From an optimization exercise on the open Yosys and OpenROAD flow, aimed at small area and a short achievable clock period; shortcuts taken in it are not production practice.
RTL that was checked went through simulation tests only; none was proved equivalent to the original.
Power is estimated from default activity; no workload was simulated.

## the baseline
## usb_pkt_fifo
module usb_pkt_fifo #(
  parameter int DATA_W    = 8,
  parameter int DEPTH     = 256,
  parameter int AFULL_LVL = DEPTH - 8,
  parameter int PKT_W     = 8
) (
  input  logic                     clk,
  input  logic                     rst,
  input  logic                     wr_valid,
  input  logic [DATA_W-1:0]        wr_data,
  input  logic                     wr_last,
  input  logic                     wr_discard,
  output logic                     wr_ready,
  output logic                     wr_afull,
  output logic                     wr_overflow,
  output logic                     rd_valid,
  output logic [DATA_W-1:0]        rd_data,
  output logic                     rd_last,
  input  logic                     rd_ready,
  output logic [$clog2(DEPTH):0]   level,
  output logic [PKT_W-1:0]         pkt_count
);
  localparam int PW = usb_fifo_pkg::ptr_w(DEPTH);
  localparam int AW = PW - 1;
  localparam int EW = ((DATA_W) + 1);
  localparam int LB = usb_fifo_pkg::last_bit(DATA_W);
  localparam int LW = AW / 2;
  localparam int NL = 1 << LW;
  localparam int NH = DEPTH / NL;
  localparam logic [PKT_W-1:0] PKT_MAX = '1;
  logic [AW-1:0] wr_ptr;
  logic [AW-1:0] commit_ptr;
  localparam int NK = 4;
  logic [NL-1:0] rlo [NK];
  logic [NH-1:0] rhi;
  logic [NK*NL-1:0] rlo_all;
  for (genvar k = 0; k < NK; k++) begin : g_rlo
    assign rlo_all[NL*k +: NL] = rlo[k];
  end
  logic [PW-1:0] clevel;
  logic          drop;
  logic          wr_ok;            
  logic          full;
  logic          rewind;
  logic          accept;
  logic          commit;
  logic          rd_fire;
  logic          avail;
  logic          load;
  logic          ovf;
  logic [EW-1:0] ram_q;
  logic [EW-1:0] head_q;
  assign full     = level[PW-1];
  assign wr_ready = !full && !rst;
  assign ovf     = wr_valid && full;
  assign rewind  = wr_discard || (drop && wr_valid && wr_last);
  assign accept  = wr_valid && wr_ok && !wr_discard;
  assign commit  = accept && wr_last;
  assign rd_fire = rd_valid && rd_ready;
  ...
Size: roughly 5200 cells after synthesis, roughly 2500 flip-flops, roughly 44 I/O pins.
Settings: LEC_CHECK=0, CAP_MARGIN=20, CORE_MARGIN=2, CORE_UTILIZATION=50, CTS_CLUSTER_DIAMETER=90, CTS_CLUSTER_SIZE=30, SETUP_SLACK_MARGIN=2.5, SLEW_MARGIN=20, SYNTH_HIERARCHICAL=1, SYNTH_MINIMUM_KEEP_SIZE=0; clock period 5.0 ns.
run.sh (not shown) runs the stock make flow with config.mk's settings and CLKGATE_MAP_FILE= SYNTH_SCRIPT=/design/flow/synth_recipe.tcl, a recipe that flattens the netlist after the stock synthesis.
The baseline: flow completed, timing, DRC and antenna clean
Here is what was changed in the inputs of the candidate compared with the baseline.
- SETUP_SLACK_MARGIN: 2.5 -> 2.7
Findings:
Density: the candidate denser than the baseline. Compared with the baseline, non-clock buffer count in the candidate increased by more than half. Portion of the layout cell area used by clock cells across the baseline and the candidate: no real change. Taking the baseline as the reference, in the candidate via count moved up; least setup slack across all paths after layout moved up; clock share of power moved down; fraction of standard cell area in multi-input logic moved up; placement-stage cell area moved up. Compared with the baseline, in the candidate clock transition at the registers of the reported paths flat; switching power share of the total up 0.62 points.
No functional check of the RTL was part of any run of this note.


## job 565
The RTL this note starts from:
==> flow/design.v <==
package usb_fifo_pkg;
  function automatic integer ptr_w(input integer depth);
    ptr_w = $clog2(depth) + 1;
  endfunction
  function automatic integer last_bit(input integer data_w);
    last_bit = data_w;
  endfunction
endpackage
module fifo_nand4 (
  input  logic a, b, c, d,
  output logic y
);
  assign y = ~(a & b & c & d);
endmodule
module fifo_nand2 (
  input  logic a, b,
  output logic y
);
  assign y = ~(a & b);
endmodule
module fifo_nor2 (
  input  logic a, b,
  output logic y
);
  assign y = ~(a | b);
endmodule
module fifo_nand3 (
  input  logic a, b, c,
  output logic y
);
  assign y = ~(a & b & c);
endmodule
module fifo_and_or #(
  parameter int N = 8
) (
  input  logic [N-1:0] s,
  input  logic [N-1:0] d,
  output logic         y
);
  assign y = |(s & d);
endmodule
module fifo_o21ai (
  input  logic a1, a2, b1,
  output logic y
);
  assign y = ~((a1 | a2) & b1);
endmodule
module fifo_gate_row #(
  parameter int N   = 16,
  parameter int K   = 4,
  parameter bit NOR = 1'b0,
  parameter int NG  = (N + K - 1) / K
) (
  input  logic [N-1:0]  a,
  output logic [NG-1:0] y
);
  for (genvar g = 0; g < NG; g++) begin : g_g
    localparam int W = (N - K * g < K) ? N - K * g : K;
    logic [W-1:0] x;
    assign x = a[K*g +: W];
    if (W == 1) begin : g_1
      assign y[g] = ~x[0];
    end else if (NOR) begin : g_nor
      if (W == 2) begin : g_2
        fifo_nor2 u (.a(x[0]), .b(x[1]), .y(y[g]));
      end else begin : g_w
        assign y[g] = ~|x;
      end
    end else begin : g_nand
      if (W == 2) begin : g_2
        fifo_nand2 u (.a(x[0]), .b(x[1]), .y(y[g]));
      end else if (W == 3) begin : g_3
        fifo_nand3 u (.a(x[0]), .b(x[1]), .c(x[2]), .y(y[g]));
      end else begin : g_4
        fifo_nand4 u (.a(x[0]), .b(x[1]), .c(x[2]), .d(x[3]), .y(y[g]));
      end
    end
  end
endmodule
module fifo_rd_bit #(
  parameter int NL = 16,
  parameter int NH = 16
) (
  input  logic [NL-1:0]    lo,
  input  logic [NH-1:0]    hi,
  input  logic [NL*NH-1:0] d,
  output logic             q
);
  localparam int N1 = (NH + 3) / 4;       
  localparam int N2 = (N1 + 1) / 2;       
  logic [NH-1:0] r_n;                     
  logic [N1-1:0] t1;
  logic [N2-1:0] t2;
  for (genvar h = 0; h < NH; h++) begin : g_row
    logic [1:0] p;
    for (genvar j = 0; j < 2; j++) begin : g_p
      fifo_and_or #(.N(NL / 2)) u_a (.s(lo[NL/2*j +: NL/2]), .d(d[NL*h + NL/2*j +: NL/2]), .y(p[j]));
    end
    fifo_o21ai u_h (.a1(p[0]), .a2(p[1]), .b1(hi[h]), .y(r_n[h]));
  end
  fifo_gate_row #(.N(NH), .K(4)) u_t1 (.a(r_n), .y(t1));
  if (N1 == 1) begin : g_q1
    assign q = t1[0];
  end else begin : g_q2
    fifo_gate_row #(.N(N1), .K(2), .NOR(1'b1)) u_t2 (.a(t1), .y(t2));
    if (N2 == 1) begin : g_q3
      assign q = ~t2[0];
    end else begin : g_q4
      fifo_gate_row #(.N(N2), .K(4)) u_t3 (.a(t2), .y(q));
    end
  end
endmodule
module sdp_ram #(
  parameter int WIDTH = 9,
  parameter int DEPTH = 256,
  parameter int NL    = 16,
  parameter int NH    = DEPTH / NL
) (
  input  logic             clk,
  input  logic             we,
  input  logic [NL-1:0]    wlo,
  input  logic [NH-1:0]    whi_n,
  input  logic [WIDTH-1:0] wdata,
  input  logic [NL-1:0]    rlo,
  input  logic [NH-1:0]    rhi,
  output logic [WIDTH-1:0] rdata
);
  logic [WIDTH-1:0] mem [DEPTH];
  logic [NL-1:0]    wlo_n;
  logic [DEPTH-1:0] wsel;
  for (genvar l = 0; l < NL; l++) begin : g_wlo
    fifo_nand2 u (.a(we), .b(wlo[l]), .y(wlo_n[l]));
  end
  for (genvar i = 0; i < DEPTH; i++) begin : g_sel
    fifo_nor2 u_w (.a(wlo_n[i % NL]), .b(whi_n[i / NL]), .y(wsel[i]));
  end
  always_ff @(posedge clk) begin
    for (int i = 0; i < DEPTH; i++) begin
      if (wsel[i]) begin
        mem[i] <= wdata;
      end
    end
  end
  for (genvar b = 0; b < WIDTH; b++) begin : g_rd
    logic [DEPTH-1:0] col;
    for (genvar i = 0; i < DEPTH; i++) begin : g_col
      assign col[i] = mem[i][b];
    end
    fifo_rd_bit #(.NL(NL), .NH(NH)) u (.lo(rlo), .hi(rhi), .d(col), .q(rdata[b]));
  end
endmodule
module usb_pkt_fifo #(
  parameter int DATA_W    = 8,
  parameter int DEPTH     = 256,
  parameter int AFULL_LVL = DEPTH - 8,
  parameter int PKT_W     = 8
) (
  input  logic                     clk,
  input  logic                     rst,
  input  logic                     wr_valid,
  input  logic [DATA_W-1:0]        wr_data,
  input  logic                     wr_last,
  input  logic                     wr_discard,
  output logic                     wr_ready,
  output logic                     wr_afull,
  output logic                     wr_overflow,
  output logic                     rd_valid,
  output logic [DATA_W-1:0]        rd_data,
  output logic                     rd_last,
  input  logic                     rd_ready,
  output logic [$clog2(DEPTH):0]   level,
  output logic [PKT_W-1:0]         pkt_count
);
  localparam int PW = usb_fifo_pkg::ptr_w(DEPTH);
  localparam int AW = PW - 1;
  localparam int EW = ((DATA_W) + 1);
  localparam int LB = usb_fifo_pkg::last_bit(DATA_W);
  localparam int LW = AW / 2;
  localparam int NL = 1 << LW;
  localparam int NH = DEPTH / NL;
  localparam logic [PKT_W-1:0] PKT_MAX = '1;
  logic [AW-1:0] wr_ptr;
  logic [AW-1:0] commit_ptr;
  logic [NL-1:0] rlo;
  logic [NH-1:0] rhi;
  logic [PW-1:0] clevel;
  logic          drop;
  logic          wr_ok;            
  logic          full;
  logic          rewind;
  logic          accept;
  logic          commit;
  logic          rd_fire;
  logic          avail;
  logic          load;
  logic          ovf;
  logic [EW-1:0] ram_q;
  logic [EW-1:0] head_q;
  assign full     = level[PW-1];
  assign wr_ready = !full && !rst;
  assign ovf     = wr_valid && full;
  assign rewind  = wr_discard || (drop && wr_valid && wr_last);
  assign accept  = wr_valid && wr_ok && !wr_discard;
  assign commit  = accept && wr_last;
  assign rd_fire = rd_valid && rd_ready;
  assign avail   = (clevel[PW-1:1] != '0) || (!rd_valid && clevel[0]);
  assign load    = avail && (!rd_valid || rd_ready);
  assign rd_data = head_q[DATA_W-1:0];
  assign rd_last = head_q[LB];
  function automatic logic afull_of(input logic [PW-1:0] v);
    afull_of = v >= PW'(AFULL_LVL);
  endfunction
  logic [PW-1:0] lvl_p1, lvl_m1, clv_m1;
  logic [AW-1:0] wr_ptr_p1;
  logic [PKT_W-1:0] pkt_up, pkt_dn;
  assign lvl_p1    = level + PW'(1);
  assign lvl_m1    = level - PW'(1);
  assign clv_m1    = clevel - PW'(1);
  assign wr_ptr_p1 = wr_ptr + AW'(1);
  assign pkt_up    = (pkt_count != PKT_MAX) ? pkt_count + PKT_W'(1) : pkt_count;
  assign pkt_dn    = (pkt_count != '0) ? pkt_count - PKT_W'(1) : pkt_count;
  logic [PW-1:0] level_nx, clevel_nx;
  logic          afull_nx;
  logic          drop_nx;
  always_comb begin
    if (rewind) begin
      level_nx = rd_fire ? clv_m1 : clevel;
      afull_nx = rd_fire ? afull_of(clv_m1) : afull_of(clevel);
    end else if (accept) begin
      level_nx = rd_fire ? level : lvl_p1;
      afull_nx = rd_fire ? afull_of(level) : afull_of(lvl_p1);
    end else begin
      level_nx = rd_fire ? lvl_m1 : level;
      afull_nx = rd_fire ? afull_of(lvl_m1) : afull_of(level);
    end
    if (commit) clevel_nx = rd_fire ? level : lvl_p1;
    else        clevel_nx = rd_fire ? clv_m1 : clevel;
    drop_nx = rewind ? 1'b0 : (drop || ovf);
  end
  logic [NL-1:0] wlo;
  logic [NH-1:0] whi_n;
  always_comb begin
    for (int l = 0; l < NL; l++) wlo[l] = (wr_ptr[LW-1:0] == l);
    for (int h = 0; h < NH; h++) whi_n[h] = (wr_ptr[AW-1:LW] != h);
  end
  sdp_ram #(
    .WIDTH (EW),
    .DEPTH (DEPTH),
    .NL    (NL)
  ) u_ram (
    .clk   (clk),
    .we    (!full),
    .wlo   (wlo),
    .whi_n (whi_n),
    .wdata ({wr_last, wr_data}),
    .rlo   (rlo),
    .rhi   (rhi),
    .rdata (ram_q)
  );
  always_ff @(posedge clk) begin
    if (load) begin
      head_q <= ram_q;
    end
  end
  always_ff @(posedge clk) begin
    if (rst) begin
      wr_ptr      <= '0;
      commit_ptr  <= '0;
      rlo         <= {{(NL-1){1'b0}}, 1'b1};
      rhi         <= {{(NH-1){1'b0}}, 1'b1};
      level       <= '0;
      clevel      <= '0;
      wr_afull    <= 1'b0;
      drop        <= 1'b0;
      wr_ok       <= 1'b1;
      rd_valid    <= 1'b0;
      wr_overflow <= 1'b0;
      pkt_count   <= '0;
    end else begin
      wr_overflow <= ovf;
      level       <= level_nx;
      clevel      <= clevel_nx;
      wr_afull    <= afull_nx;
      drop        <= drop_nx;
      wr_ok       <= !level_nx[PW-1] && !drop_nx;
      if (rewind) begin
        wr_ptr <= commit_ptr;
      end else if (accept) begin
        wr_ptr <= wr_ptr_p1;
      end
      if (commit) begin
        commit_ptr <= wr_ptr_p1;
      end
      if (load) begin
        rlo      <= {rlo[NL-2:0], rlo[NL-1]};
        if (rlo[NL-1]) begin
          rhi    <= {rhi[NH-2:0], rhi[NH-1]};
        end
        rd_valid <= 1'b1;
      end else if (rd_fire) begin
        rd_valid <= 1'b0;
      end
      case ({commit, rd_fire && rd_last})
        2'b10:   pkt_count <= pkt_up;
        2'b01:   pkt_count <= pkt_dn;
        default: ;
      endcase
    end
  end
endmodule
==> flow/config.mk <==
export PLATFORM = sky130hd
export DESIGN_NAME = usb_pkt_fifo
export DESIGN_NICKNAME = usb_pkt_fifo
export VERILOG_FILES = /design/flow/design.v
export SDC_FILE = /design/flow/constraint.sdc
export NUM_CORES = 4
export LEC_CHECK = 0
export CAP_MARGIN = 20
export CORE_MARGIN = 2
export CORE_UTILIZATION = 62
export CTS_CLUSTER_DIAMETER = 90
export CTS_CLUSTER_SIZE = 30
export SETUP_SLACK_MARGIN = 2.5
export SLEW_MARGIN = 20
export SYNTH_HIERARCHICAL = 1
export SYNTH_MINIMUM_KEEP_SIZE = 0
==> flow/constraint.sdc <==
create_clock -name core_clock -period 5.0 [get_ports {clk}]
set_input_delay 1.0000 -clock core_clock [delete_from_list [all_inputs] [get_ports {clk}]]
set_output_delay 1.0000 -clock core_clock [all_outputs]
set_load 0.01 [all_outputs]
Job 565 did not stop at any stage, and its layout met the timing, design-rule and antenna checks.
--- input diff job 565..job 5540 ---
-- flow/config.mk --
<<< job 565, line 9
export CORE_MARGIN = 2
export CORE_UTILIZATION = 62
export CTS_CLUSTER_DIAMETER = 90
>>> job 5540, line 9
export CORE_MARGIN = 2
export CORE_UTILIZATION = 50
export CTS_CLUSTER_DIAMETER = 90
### Flow results
Job 5540: global-route total usage across every layer lower than job 565. In job 5540 the global routing met1 resource utilization turned out 12 points lower than in job 565. Cmp job 5540 and job 565 / maximum achievable frequency / lower: job 565. Count of clock buffers in the final design in job 5540 is about 2% higher than in job 565. Register-to-register slack was higher in job 5540 than in job 565. First-pass GRT wire length deteriorates in job 5540 relative to job 565.
For job 2080, these inputs were changed with respect to job 5540:
-- flow/config.mk --
<<< job 5540, line 12
export CTS_CLUSTER_SIZE = 30
export SETUP_SLACK_MARGIN = 2.5
export SLEW_MARGIN = 20
>>> job 2080, line 12
export CTS_CLUSTER_SIZE = 30
export SETUP_SLACK_MARGIN = 2.7
export SLEW_MARGIN = 20
### Flow results
Going from job 5540 to job 2080, met1 track demand over resource up 0.92 points; register-to-register slack down 0.02 ns; final clock skew up 0.0036 ns; cell count up about 1%. Compare job 5540 and job 2080 | share of power burned in the clock network higher: job 5540. In the tables for job 5540 and job 2080, worst path setup slack after routing reads higher with job 5540. The final layout from job 2080, which completed every stage, passed the timing, design-rule and antenna checks at the end of the flow. Looking at CTS buffer count, job 2080 sits 2 below job 5540. Final cell utilization of the core, job 5540 and job 2080: larger value in job 2080. Relative to job 5540, the share of final layout cell area taken by clock buffers and inverters of job 2080 is lower by 0.16 points. Comparing job 5540 and job 2080, share of total power in combinational logic is higher on job 2080.
Input changes introduced in job 8238 (baseline for comparison: job 2080):
-- flow/config.mk --
<<< job 2080, line 12
export CTS_CLUSTER_SIZE = 30
export SETUP_SLACK_MARGIN = 2.7
export SLEW_MARGIN = 20
>>> job 8238, line 12
export CTS_CLUSTER_SIZE = 30
export SETUP_SLACK_MARGIN = 2.5
export SLEW_MARGIN = 20
<<< job 2080, line 16
export SYNTH_MINIMUM_KEEP_SIZE = 0
>>> job 8238, line 16
export SYNTH_MINIMUM_KEEP_SIZE = 0
export TNS_END_PERCENT = 10
Findings:
Side by side, share of total power in combinational logic turned out lower in job 8238 than in job 2080. Comparing job 8238 and job 2080, the lower synthesis-to-finish area growth was measured on job 8238. Job 8238 -> job 2080: area after synthesis delta 0, exact match. Job 8238 vs job 2080, overall routing resource usage went down by 2.2 points. On detail-routed net length per standard cell: between job 8238 and job 2080, it ends up higher for job 2080.

-- what the ideal ports hide --
The results above use ideal ports. As a check the final layouts listed here were re-extracted and re-timed, cells and wires unchanged.
Step 1 assumes that a clkbuf_16 drives the clock port and a buf_2 every other input.
Step 2 moves the port delays by t, midway between the first and last clock arrival at a register: inputs arrive t later, outputs are due t later. That takes back most of the time a late clock gives input paths.
Three values: ideal, step 1, step 2; two values: the first two.
run	t (ns)	setup WS [ns]	worst setup path after step 2	latest minus earliest clock arrival (ns)
the baseline	0.843	2.424 / 2.424 / 1.848	input to register	0.047 / 0.047
the candidate	0.833	2.472 / 2.308 / 1.746	input to register	0.035 / 0.035
job 565	0.822	2.378 / 2.378 / 1.807	input to register	0.053 / 0.052
job 5540	0.847	2.427 / 2.411 / 1.817	input to register	0.050 / 0.049
job 2080	0.827	2.410 / 2.410 / 1.873	input to register	0.057 / 0.058
job 8238	0.829	2.306 / 2.228 / 1.870	input to register	0.063 / 0.063
After both steps every run listed still meets setup and hold. The setup slack of the candidate, which loses most, moves by -0.164 ns with the drivers and by -0.726 ns with both steps.
